This is an optimization exercise on Yosys and OpenROAD, whose aim is small area, a short achievable clock period and few clock cycles per item, not a production implementation.
The RTL was checked by simulation tests, not by an equivalence proof against the original design.
Power figures rest on the tool's default switching activity, not on a simulated workload.

## flow/run.sh

```bash
#!/bin/bash
# synth_recipe.tcl (not shown) runs the flow's synth.tcl, then flattens the netlist and writes it again
# the make line also repeats each setting of config.mk as NAME=value (left out here)
make -C /OpenROAD-flow-scripts/flow DESIGN_CONFIG=/design/flow/config.mk WORK_HOME=/design/flow/orfs CLKGATE_MAP_FILE= SYNTH_SCRIPT=/design/flow/synth_recipe.tcl finish
```

## flow/config.mk

```make
export PLATFORM = sky130hd
export DESIGN_NAME = event_timed_task_dispatch_table_core
export DESIGN_NICKNAME = event_timed_task_dispatch_table_core
export VERILOG_FILES = /design/flow/design.v
export SDC_FILE = /design/flow/constraint.sdc
export NUM_CORES = 4
export LEC_CHECK = 0
export CAP_MARGIN = 20
export CORE_MARGIN = 2
export CORE_UTILIZATION = 40
export SLEW_MARGIN = 20
```

## flow/constraint.sdc

```tcl
create_clock -name core_clock -period 8.5 [get_ports {clk}]
set_input_delay 1.7000 -clock core_clock [delete_from_list [all_inputs] [get_ports {clk}]]
set_output_delay 1.7000 -clock core_clock [all_outputs]
set_load 0.01 [all_outputs]
```

## flow/design.v

```verilog
`timescale 1ns / 1ps
`default_nettype none
package etd_pkg;
    localparam int TABLE_DEPTH = 16;
    localparam int IDX_W       = (TABLE_DEPTH > 1) ? $clog2(TABLE_DEPTH) : 1;
    localparam int TIME_BIT    = 0;
    localparam int ACT_W   = 2;
    localparam int ID_W    = 8;
    localparam int MASK_W  = 8;
    localparam int TICK_W  = 32;
    localparam int TAG_W   = 8;
    localparam int STAT_W  = 3;
    localparam int SLOT_W  = 4;
    localparam int THR_W   = 31;
    localparam logic [THR_W-1:0]  THR_RESET = THR_W'(1000);
    localparam logic [MASK_W-1:0] TIME_MASK = MASK_W'(1) << TIME_BIT;
    localparam logic [IDX_W-1:0]  IDX_LAST  = IDX_W'(TABLE_DEPTH - 1);
    typedef enum logic [ACT_W-1:0] {
        ACT_ADD    = 2'd0,
        ACT_REMOVE = 2'd1,
        ACT_SCAN   = 2'd2,
        ACT_NONE   = 2'd3
    } act_t;
    localparam logic [STAT_W-1:0] ST_OK        = 3'd0;
    localparam logic [STAT_W-1:0] ST_FULL      = 3'd1;
    localparam logic [STAT_W-1:0] ST_NOT_FOUND = 3'd2;
    localparam logic [STAT_W-1:0] ST_NO_MATCH  = 3'd3;
    localparam logic [STAT_W-1:0] ST_BAD_ID    = 3'd4;
    typedef enum logic [2:0] {
        EM_NONE,
        EM_FAIL,
        EM_SLOT,
        EM_PEND,
        EM_PEND_LAST
    } emit_t;
    typedef struct packed {
        act_t                action;
        logic [ID_W-1:0]     task_id;
        logic [MASK_W-1:0]   trigger_mask;
        logic                use_delay;
        logic [TICK_W-1:0]   delay_ticks;
        logic [TAG_W-1:0]    handler_tag;
        logic [TICK_W-1:0]   now_ticks;
        logic [MASK_W-1:0]   event_mask;
    } req_t;
    typedef struct packed {
        logic [STAT_W-1:0] status;
        logic [SLOT_W-1:0] slot_index;
        logic [ID_W-1:0]   matched_id;
        logic [TAG_W-1:0]  matched_handler;
        logic              last_result;
    } rsp_t;
    typedef struct packed {
        logic  load;
        logic  step;
        logic  wr;
        logic  pend_load;
        emit_t emit;
    } ctl_cmd_t;
    typedef struct packed {
        act_t action;
        logic bad_id;
        logic hit;
        logic last_slot;
        logic pend_valid;
        logic out_free;
    } ctl_stat_t;
endpackage
`default_nettype wire
`timescale 1ns / 1ps
`default_nettype none
import etd_pkg::*;
module etd_ctrl (
    input  wire logic               clk,
    input  wire logic               rst_n,
    input  wire logic               req_valid,
    output logic                    req_ready,
    input  wire etd_pkg::ctl_stat_t st,
    output etd_pkg::ctl_cmd_t       cmd
);
    typedef enum logic [2:0] {
        S_IDLE   = 3'b001,
        S_WALK   = 3'b010,
        S_FINISH = 3'b100
    } state_t;
    state_t state_reg;
    state_t state_next;
    always_ff @(posedge clk or negedge rst_n)
    begin
        if (!rst_n)
        begin
            state_reg <= S_IDLE;
        end
        else
        begin
            state_reg <= state_next;
        end
    end
    always_comb
    begin
        state_next    = state_reg;
        req_ready     = 1'b0;
        cmd.load      = 1'b0;
        cmd.step      = 1'b0;
        cmd.wr        = 1'b0;
        cmd.pend_load = 1'b0;
        cmd.emit      = EM_NONE;
        unique case (state_reg)
            S_IDLE:
            begin
                req_ready = 1'b1;
                if (req_valid)
                begin
                    cmd.load   = 1'b1;
                    state_next = S_WALK;
                end
            end
            S_WALK:
            begin
                if (st.action == ACT_NONE)
                begin
                    state_next = S_IDLE;
                end
                else if (st.action != ACT_SCAN)
                begin
                    if (st.bad_id || st.hit || st.last_slot)
                    begin
                        if (st.out_free)
                        begin
                            if (!st.bad_id && st.hit)
                            begin
                                cmd.wr   = 1'b1;
                                cmd.emit = EM_SLOT;
                            end
                            else
                            begin
                                cmd.emit = EM_FAIL;
                            end
                            state_next = S_IDLE;
                        end
                    end
                    else
                    begin
                        cmd.step = 1'b1;
                    end
                end
                else if (!(st.hit && st.pend_valid && !st.out_free))
                begin
                    if (st.hit)
                    begin
                        cmd.pend_load = 1'b1;
                        if (st.pend_valid)
                        begin
                            cmd.emit = EM_PEND;
                        end
                    end
                    if (st.last_slot)
                    begin
                        state_next = S_FINISH;
                    end
                    else
                    begin
                        cmd.step = 1'b1;
                    end
                end
            end
            S_FINISH:
            begin
                if (st.out_free)
                begin
                    cmd.emit   = st.pend_valid ? EM_PEND_LAST : EM_FAIL;
                    state_next = S_IDLE;
                end
            end
            default:
            begin
                state_next = S_IDLE;
            end
        endcase
    end
endmodule
`default_nettype wire
`timescale 1ns / 1ps
`default_nettype none
import etd_pkg::*;
module etd_dp (
    input  wire logic                      clk,
    input  wire logic                      rst_n,
    input  wire etd_pkg::req_t             req_data,
    input  wire logic                      cfg_we,
    input  wire logic [etd_pkg::THR_W-1:0] cfg_wdata,
    input  wire etd_pkg::ctl_cmd_t         cmd,
    output etd_pkg::ctl_stat_t             st,
    output logic                           rsp_valid,
    input  wire logic                      rsp_ready,
    output etd_pkg::rsp_t                  rsp_data
);
    logic [ID_W-1:0]   ident_reg   [TABLE_DEPTH];
    logic [MASK_W-1:0] events_reg  [TABLE_DEPTH];
    logic [TICK_W-1:0] due_reg     [TABLE_DEPTH];
    logic [TAG_W-1:0]  handler_reg [TABLE_DEPTH];
    logic [THR_W-1:0]  thr_reg;
    etd_pkg::req_t              cmd_reg;
    logic [TICK_W-1:0] cmd_due_reg;
    logic [IDX_W-1:0]  idx_reg;
    logic              pend_valid_reg;
    logic [IDX_W-1:0]  pend_idx_reg;
    logic [ID_W-1:0]   pend_id_reg;
    logic [TAG_W-1:0]  pend_tag_reg;
    logic              out_valid_reg;
    etd_pkg::rsp_t              out_reg;
    etd_pkg::rsp_t              out_next;
    logic [ID_W-1:0]   cur_ident;
    logic [MASK_W-1:0] cur_events;
    logic [TICK_W-1:0] cur_due;
    logic [TICK_W-1:0] age;
    logic              timely;
    logic              add_hit;
    logic              rem_hit;
    logic              scan_hit;
    logic              sel_hit;
    logic [MASK_W-1:0] add_events;
    logic [STAT_W-1:0] fail_code;
    assign cur_ident  = ident_reg[idx_reg];
    assign cur_events = events_reg[idx_reg];
    assign cur_due    = due_reg[idx_reg];
    assign age      = cmd_reg.now_ticks - cur_due;
    assign timely   = !age[TICK_W-1] && (age[THR_W-1:0] < thr_reg);
    assign add_hit  = (cur_ident == '0);
    assign rem_hit  = (cur_events != '0) && (cur_ident == cmd_reg.task_id);
    assign scan_hit = ((cur_events & cmd_reg.event_mask) != '0)
                      && (!cur_events[TIME_BIT] || timely);
    assign add_events = cmd_reg.use_delay ? (cmd_reg.trigger_mask | TIME_MASK)
                                          : cmd_reg.trigger_mask;
    always_comb
    begin
        case (cmd_reg.action)
            ACT_ADD:    sel_hit = add_hit;
            ACT_REMOVE: sel_hit = rem_hit;
            ACT_SCAN:   sel_hit = scan_hit;
            default:    sel_hit = 1'b0;
        endcase
    end
    assign st.hit        = sel_hit;
    assign st.action     = cmd_reg.action;
    assign st.bad_id     = (cmd_reg.task_id == '0);
    assign st.last_slot  = (idx_reg == IDX_LAST);
    assign st.pend_valid = pend_valid_reg;
    assign st.out_free   = !out_valid_reg || rsp_ready;
    always_comb
    begin
        if (cmd_reg.action == ACT_SCAN)
        begin
            fail_code = ST_NO_MATCH;
        end
        else if (st.bad_id)
        begin
            fail_code = ST_BAD_ID;
        end
        else if (cmd_reg.action == ACT_ADD)
        begin
            fail_code = ST_FULL;
        end
        else
        begin
            fail_code = ST_NOT_FOUND;
        end
    end
    always_comb
    begin
        out_next = '0;
        case (cmd.emit)
            EM_FAIL:
            begin
                out_next.status      = fail_code;
                out_next.last_result = 1'b1;
            end
            EM_SLOT:
            begin
                out_next.status      = ST_OK;
                out_next.slot_index  = SLOT_W'(idx_reg);
                out_next.last_result = 1'b1;
            end
            EM_PEND, EM_PEND_LAST:
            begin
                out_next.status          = ST_OK;
                out_next.slot_index      = SLOT_W'(pend_idx_reg);
                out_next.matched_id      = pend_id_reg;
                out_next.matched_handler = pend_tag_reg;
                out_next.last_result     = (cmd.emit == EM_PEND_LAST);
            end
            default:
            begin
                out_next = out_reg;
            end
        endcase
    end
    always_ff @(posedge clk or negedge rst_n)
    begin
        if (!rst_n)
        begin
            thr_reg        <= THR_RESET;
            idx_reg        <= '0;
            pend_valid_reg <= 1'b0;
            out_valid_reg  <= 1'b0;
            for (int i = 0; i < TABLE_DEPTH; i++)
            begin
                ident_reg[i]  <= '0;
                events_reg[i] <= '0;
            end
        end
        else
        begin
            if (cfg_we)
            begin
                thr_reg <= cfg_wdata;
            end
            if (cmd.load)
            begin
                idx_reg        <= '0;
                pend_valid_reg <= 1'b0;
            end
            else if (cmd.step)
            begin
                idx_reg <= idx_reg + IDX_W'(1);
            end
            if (cmd.pend_load)
            begin
                pend_valid_reg <= 1'b1;
            end
            else if (cmd.emit == EM_PEND_LAST)
            begin
                pend_valid_reg <= 1'b0;
            end
            if (cmd.emit != EM_NONE)
            begin
                out_valid_reg <= 1'b1;
            end
            else if (rsp_ready)
            begin
                out_valid_reg <= 1'b0;
            end
            if (cmd.wr)
            begin
                if (cmd_reg.action == ACT_ADD)
                begin
                    ident_reg[idx_reg]  <= cmd_reg.task_id;
                    events_reg[idx_reg] <= add_events;
                end
                else
                begin
                    ident_reg[idx_reg]  <= '0;
                    events_reg[idx_reg] <= '0;
                end
            end
        end
    end
    always_ff @(posedge clk)
    begin
        if (cmd.load)
        begin
            cmd_reg     <= req_data;
            cmd_due_reg <= req_data.use_delay ? (req_data.now_ticks + req_data.delay_ticks)
                                              : '0;
        end
        if (cmd.wr && (cmd_reg.action == ACT_ADD))
        begin
            due_reg[idx_reg]     <= cmd_due_reg;
            handler_reg[idx_reg] <= cmd_reg.handler_tag;
        end
        if (cmd.pend_load)
        begin
            pend_idx_reg <= idx_reg;
            pend_id_reg  <= cur_ident;
            pend_tag_reg <= handler_reg[idx_reg];
        end
        out_reg <= out_next;
    end
    assign rsp_valid = out_valid_reg;
    assign rsp_data  = out_reg;
endmodule
`default_nettype wire
`timescale 1ns / 1ps
`default_nettype none
import etd_pkg::*;
module event_timed_task_dispatch_table_core (
    input  wire logic                       clk,
    input  wire logic                       rst_n,
    input  wire logic                       req_valid,
    output logic                            req_ready,
    input  wire logic [etd_pkg::ACT_W-1:0]  req_action,
    input  wire logic [etd_pkg::ID_W-1:0]   req_task_id,
    input  wire logic [etd_pkg::MASK_W-1:0] req_trigger_mask,
    input  wire logic                       req_use_delay,
    input  wire logic [etd_pkg::TICK_W-1:0] req_delay_ticks,
    input  wire logic [etd_pkg::TAG_W-1:0]  req_handler_tag,
    input  wire logic [etd_pkg::TICK_W-1:0] req_now_ticks,
    input  wire logic [etd_pkg::MASK_W-1:0] req_event_mask,
    output logic                            rsp_valid,
    input  wire logic                       rsp_ready,
    output logic [etd_pkg::STAT_W-1:0]      rsp_status,
    output logic [etd_pkg::SLOT_W-1:0]      rsp_slot_index,
    output logic [etd_pkg::ID_W-1:0]        rsp_matched_id,
    output logic [etd_pkg::TAG_W-1:0]       rsp_matched_handler,
    output logic                            rsp_last_result,
    input  wire logic                       cfg_we,
    input  wire logic [etd_pkg::THR_W-1:0]  cfg_wdata
);
    etd_pkg::req_t      req_data;
    etd_pkg::rsp_t      rsp_data;
    etd_pkg::ctl_cmd_t  ctl_cmd;
    etd_pkg::ctl_stat_t ctl_st;
    assign req_data.action       = etd_pkg::act_t'(req_action);
    assign req_data.task_id      = req_task_id;
    assign req_data.trigger_mask = req_trigger_mask;
    assign req_data.use_delay    = req_use_delay;
    assign req_data.delay_ticks  = req_delay_ticks;
    assign req_data.handler_tag  = req_handler_tag;
    assign req_data.now_ticks    = req_now_ticks;
    assign req_data.event_mask   = req_event_mask;
    etd_ctrl u_ctrl (
        .clk       (clk),
        .rst_n     (rst_n),
        .req_valid (req_valid),
        .req_ready (req_ready),
        .st        (ctl_st),
        .cmd       (ctl_cmd)
    );
    etd_dp u_dp (
        .clk       (clk),
        .rst_n     (rst_n),
        .req_data  (req_data),
        .cfg_we    (cfg_we),
        .cfg_wdata (cfg_wdata),
        .cmd       (ctl_cmd),
        .st        (ctl_st),
        .rsp_valid (rsp_valid),
        .rsp_ready (rsp_ready),
        .rsp_data  (rsp_data)
    );
    assign rsp_status          = rsp_data.status;
    assign rsp_slot_index      = rsp_data.slot_index;
    assign rsp_matched_id      = rsp_data.matched_id;
    assign rsp_matched_handler = rsp_data.matched_handler;
    assign rsp_last_result     = rsp_data.last_result;
endmodule
`default_nettype wire
```

==> notes.md <==
[synth_stat cells, types with 22 or more instances]
library cell    n
xnor2_1        34
a22oi_1        43
mux4_2        199
inv_1          93
edfxtp_1      783
a21oi_1        94
a21o_1         33
and2_1         24
mux2_2        240
o21ai_0        75
nand2_1       103
buf_2          41
buf_1          27
dfrtp_1       289
a211oi_1       22
ha_1           99
nor2_1         95
clkbuf_1       63
nand3_1        29
mux2i_1        29
[cell families (layout without fill, tap and decap cells)]
family | Yosys count | in the layout | synth area share (%)
AOI/OAI and AO/OA | 414 | 414 | 6.04
buffers and inverters | 242 | 581 | 2.29
DFF | 1079 | 1079 | 66.7
and+or+nand+nor | 397 | 397 | 4.57
adders and majority gates | 101 | 101 | 2.76
xor gates and xnor gates | 53 | 53 | 1.00
muxes | 486 | 486 | 16.7
[worst max-delay path by stage]
| stage | end | slack [ps] | cells past startpoint |
|---|---|---|---|
| after floorplan | u_dp.out_reg[0]$_SDFFCE_PP1P_ | 230 | 28 |
| final | u_dp.events_reg[11][2]$_DFFE_PN0P_ | 320 | 29 |
| after detailed placement | u_dp.due_reg[9][12]$_DFFE_PP_ | 8 | 29 |
| after CTS | u_dp.due_reg[9][9]$_DFFE_PP_ | 260 | 29 |
| after global placement | u_dp.due_reg[3][12]$_DFFE_PP_ | 50 | 29 |
| after global routing | u_dp.events_reg[11][2]$_DFFE_PN0P_ | 40 | 29 |
[layer usage]
layer / routed length, microns / track usage (%) / up-vias
met3: 5580 / 2.89 / 208
met4: 3290 / 5.99 / 0
met1: 49400 / 26.3 / 13800
met2: 60900 / 34.9 / 823
li1: - / - / 11400
met5: 0 / 0 / -
[cell type report]
cell class,instances,area [sq um],area share [%]
Clock buffer,145,3040,5.58
Clock inverter,68,741,1.36
Inverter,94,357,0.655
Multi-Input combinational cell,1451,14600,26.8
Sequential cell,1079,30900,56.9
Tap cell,1512,1890,3.48
Timing Repair Buffer,274,2880,5.29
[through the flow]
stage	hold WS, ps	utilization, %
floorplan	471	-
global placement	480	44.0
detailed placement	493	44.0
CTS	506	47.3
global route	515	47.5
finish	505	47.5
[what timing repair did]
item	CTS	global route
gates resized for setup	1	3
setup buffers	0	12
endpoints found under the setup margin	7	895
[where the power goes]
part | internal [mW] | leakage [nW] | switching [mW] | total (mW)
Combinational | 1.67 | 6.99 | 2.27 | 3.95
Sequential | 6.06 | 11.2 | 0.280 | 6.34
Clock | 2.87 | 1.81 | 2.07 | 4.95
==> results.cfg <==
[worst_hold_path]
min_from = u_dp.events_reg[10][2]$_DFFE_PN0P_
hold_end = u_dp.events_reg[10][2]$_DFFE_PN0P_
min_path_cells = 1
worst_hold_path_type = register to register

[grt]
grt_pass1_wl_mm = 178
grt_max_degree = 89
grt_usage_pct = 20.1
grt_pass1_vias = 27600
antenna_found_initial = 0
overflow = 0

[clocking]
clock_latency_ps = 700
cts_buffer_depth = 3
clkTransAtPathRegs_ps = 60
ctsHtreeMaxLevel = 3
clock_sinks = 1079
root_buffer = clkbuf_16
numCtsBuffers = 112
cts_tree = built
cts_hold_buf = 0

[critical_path]
critPathKind = register to register
r2r-end = u_dp.events_reg[11][2]$_DFFE_PN0P_
cp-start-kind = register
r2r_cells = 29
cp_max_fo = 16
path_buf_inv = 5
cp_common_cell = buf_4
crit_path_max_incr_delay_ps = 550
regToRegSetupSlack_ps = 320
cp_slowest_cell = dfrtp_4
crit_start = u_dp.idx_reg[0]$_DFFE_PN0P_
worstSetupEndpointType = register
worstPathRequired_ps = 9070
r2r_start = u_dp.idx_reg[0]$_DFFE_PN0P_
crit_family = compound AO/OA/AOI/OAI gates
arrival_ps = 8740

[placement]
gp_congestion = 0.877
place_area_sq_um = 50500
pre_cts_ws_ps = 8.33
placed_cells = 4397
dpl.hpwl_mm = 75.1
portBuffers = 160

[sta]
finalMaxSlewViolations = 0
hold_viol = 0
tightestPinTransition_ps = 1040
layout_setup_ws_ps = 324
tns_ps = 0
setup_viol = 0
slew-limit-headroom_pct = 30.3
fmax_ghz = 0.122
grt_setup_unrepaired = no
period_share_pct = 96.2
finClkSkew_ps = 25.9
period_needed_ps = 8180

[route]
wl_per_cell_microns = 25.8
drtIter0Drc = 2218
dr.pass1.iters = 8
vias = 26300
wirelength_mm = 119
vias_per_cell = 5.68
post-route-drc-count = 0
postRouteAntennaNets = 0

[run]
drv_cap = 0

[layout]
num-fill-cells = 9595
instances_no_fill = 4623
num_antenna_cells = 0
final_cell_mix = edfxtp_1 (783), dfrtp_1 (285), mux2_2 (240)
fin_nets = 3248
largest_register_ff_count = 512
final_common_cell = edfxtp_1
drive_gt1_share_pct = 26.0
stdcell_area_sq_um = 54400
syn2layout_area_growth_pct = 17.3

[floorplan]
die_w_microns = 345
fp.dieH_microns = 345
io_pins = 161
die_area_sq_um = 119000
rows = 124
start_util_pct = 40.5
fp.coreArea_sq_um = 115000

[synth]
netlist-cell-type-count = 77
ys_ff_latch = 1079
async_reset_ff_share_pct = 27.4
yosys_warnings = 4
synth_area_leaders = edfxtp_1 (51%), dfrtp_1 (16%), mux4_2 (9.7%)
synth_ff_type = edfxtp_1
synth_cells = 2772
synth-edff-count = 783
synth.largest_area_cell = edfxtp_1
synth_fp_nets = 3008
yosysTopAreaCellShare_pct = 50.7
seq_area_frac_synth_pct = 66.7
syn_area_sq_um = 46400
avgSynthCellArea_sq_um = 16.7

[power]
power_leakage_nw = 20.0
peakVddDrop_mv = 0.195
p_total_mw = 15.2
pwr_density_cell_nw_per_um2 = 280

[status]
outcome = complete, no violations
Testbench counts, summed over its fixed seeds: cycles 47,701, items 3,200.

==> separate check: timing with driven ports <==
The flow's constraints put no driver on any port. The routed layout listed below was extracted and timed again, unchanged, in two steps. Step 1, drivers: a clkbuf_16 drives clk and a buf_2 each remaining input, both assumed. Step 2 times the ports against the registers' clock, not the clock port: input delays grow and output delays shrink by t, the midpoint of the rising clock arrivals with the driver on. Slacks: no drivers / after step 1 / after step 2; pairs: no drivers / after step 1.
shift t [ns]: 0.760
slack for setup (ns): 0.324 / 0.324 / 0.324
hold WS [ns]: 0.505 / 0.505 / 0.505
slew at the worst register clock pin (ns): 0.06 / 0.06
worst slew at a driven data input, ns: 0.07
After both steps setup and hold are still met in this run. For this run, drivers alone change the setup slack by 0.000 ns; drivers and shift together by 0.000 ns.
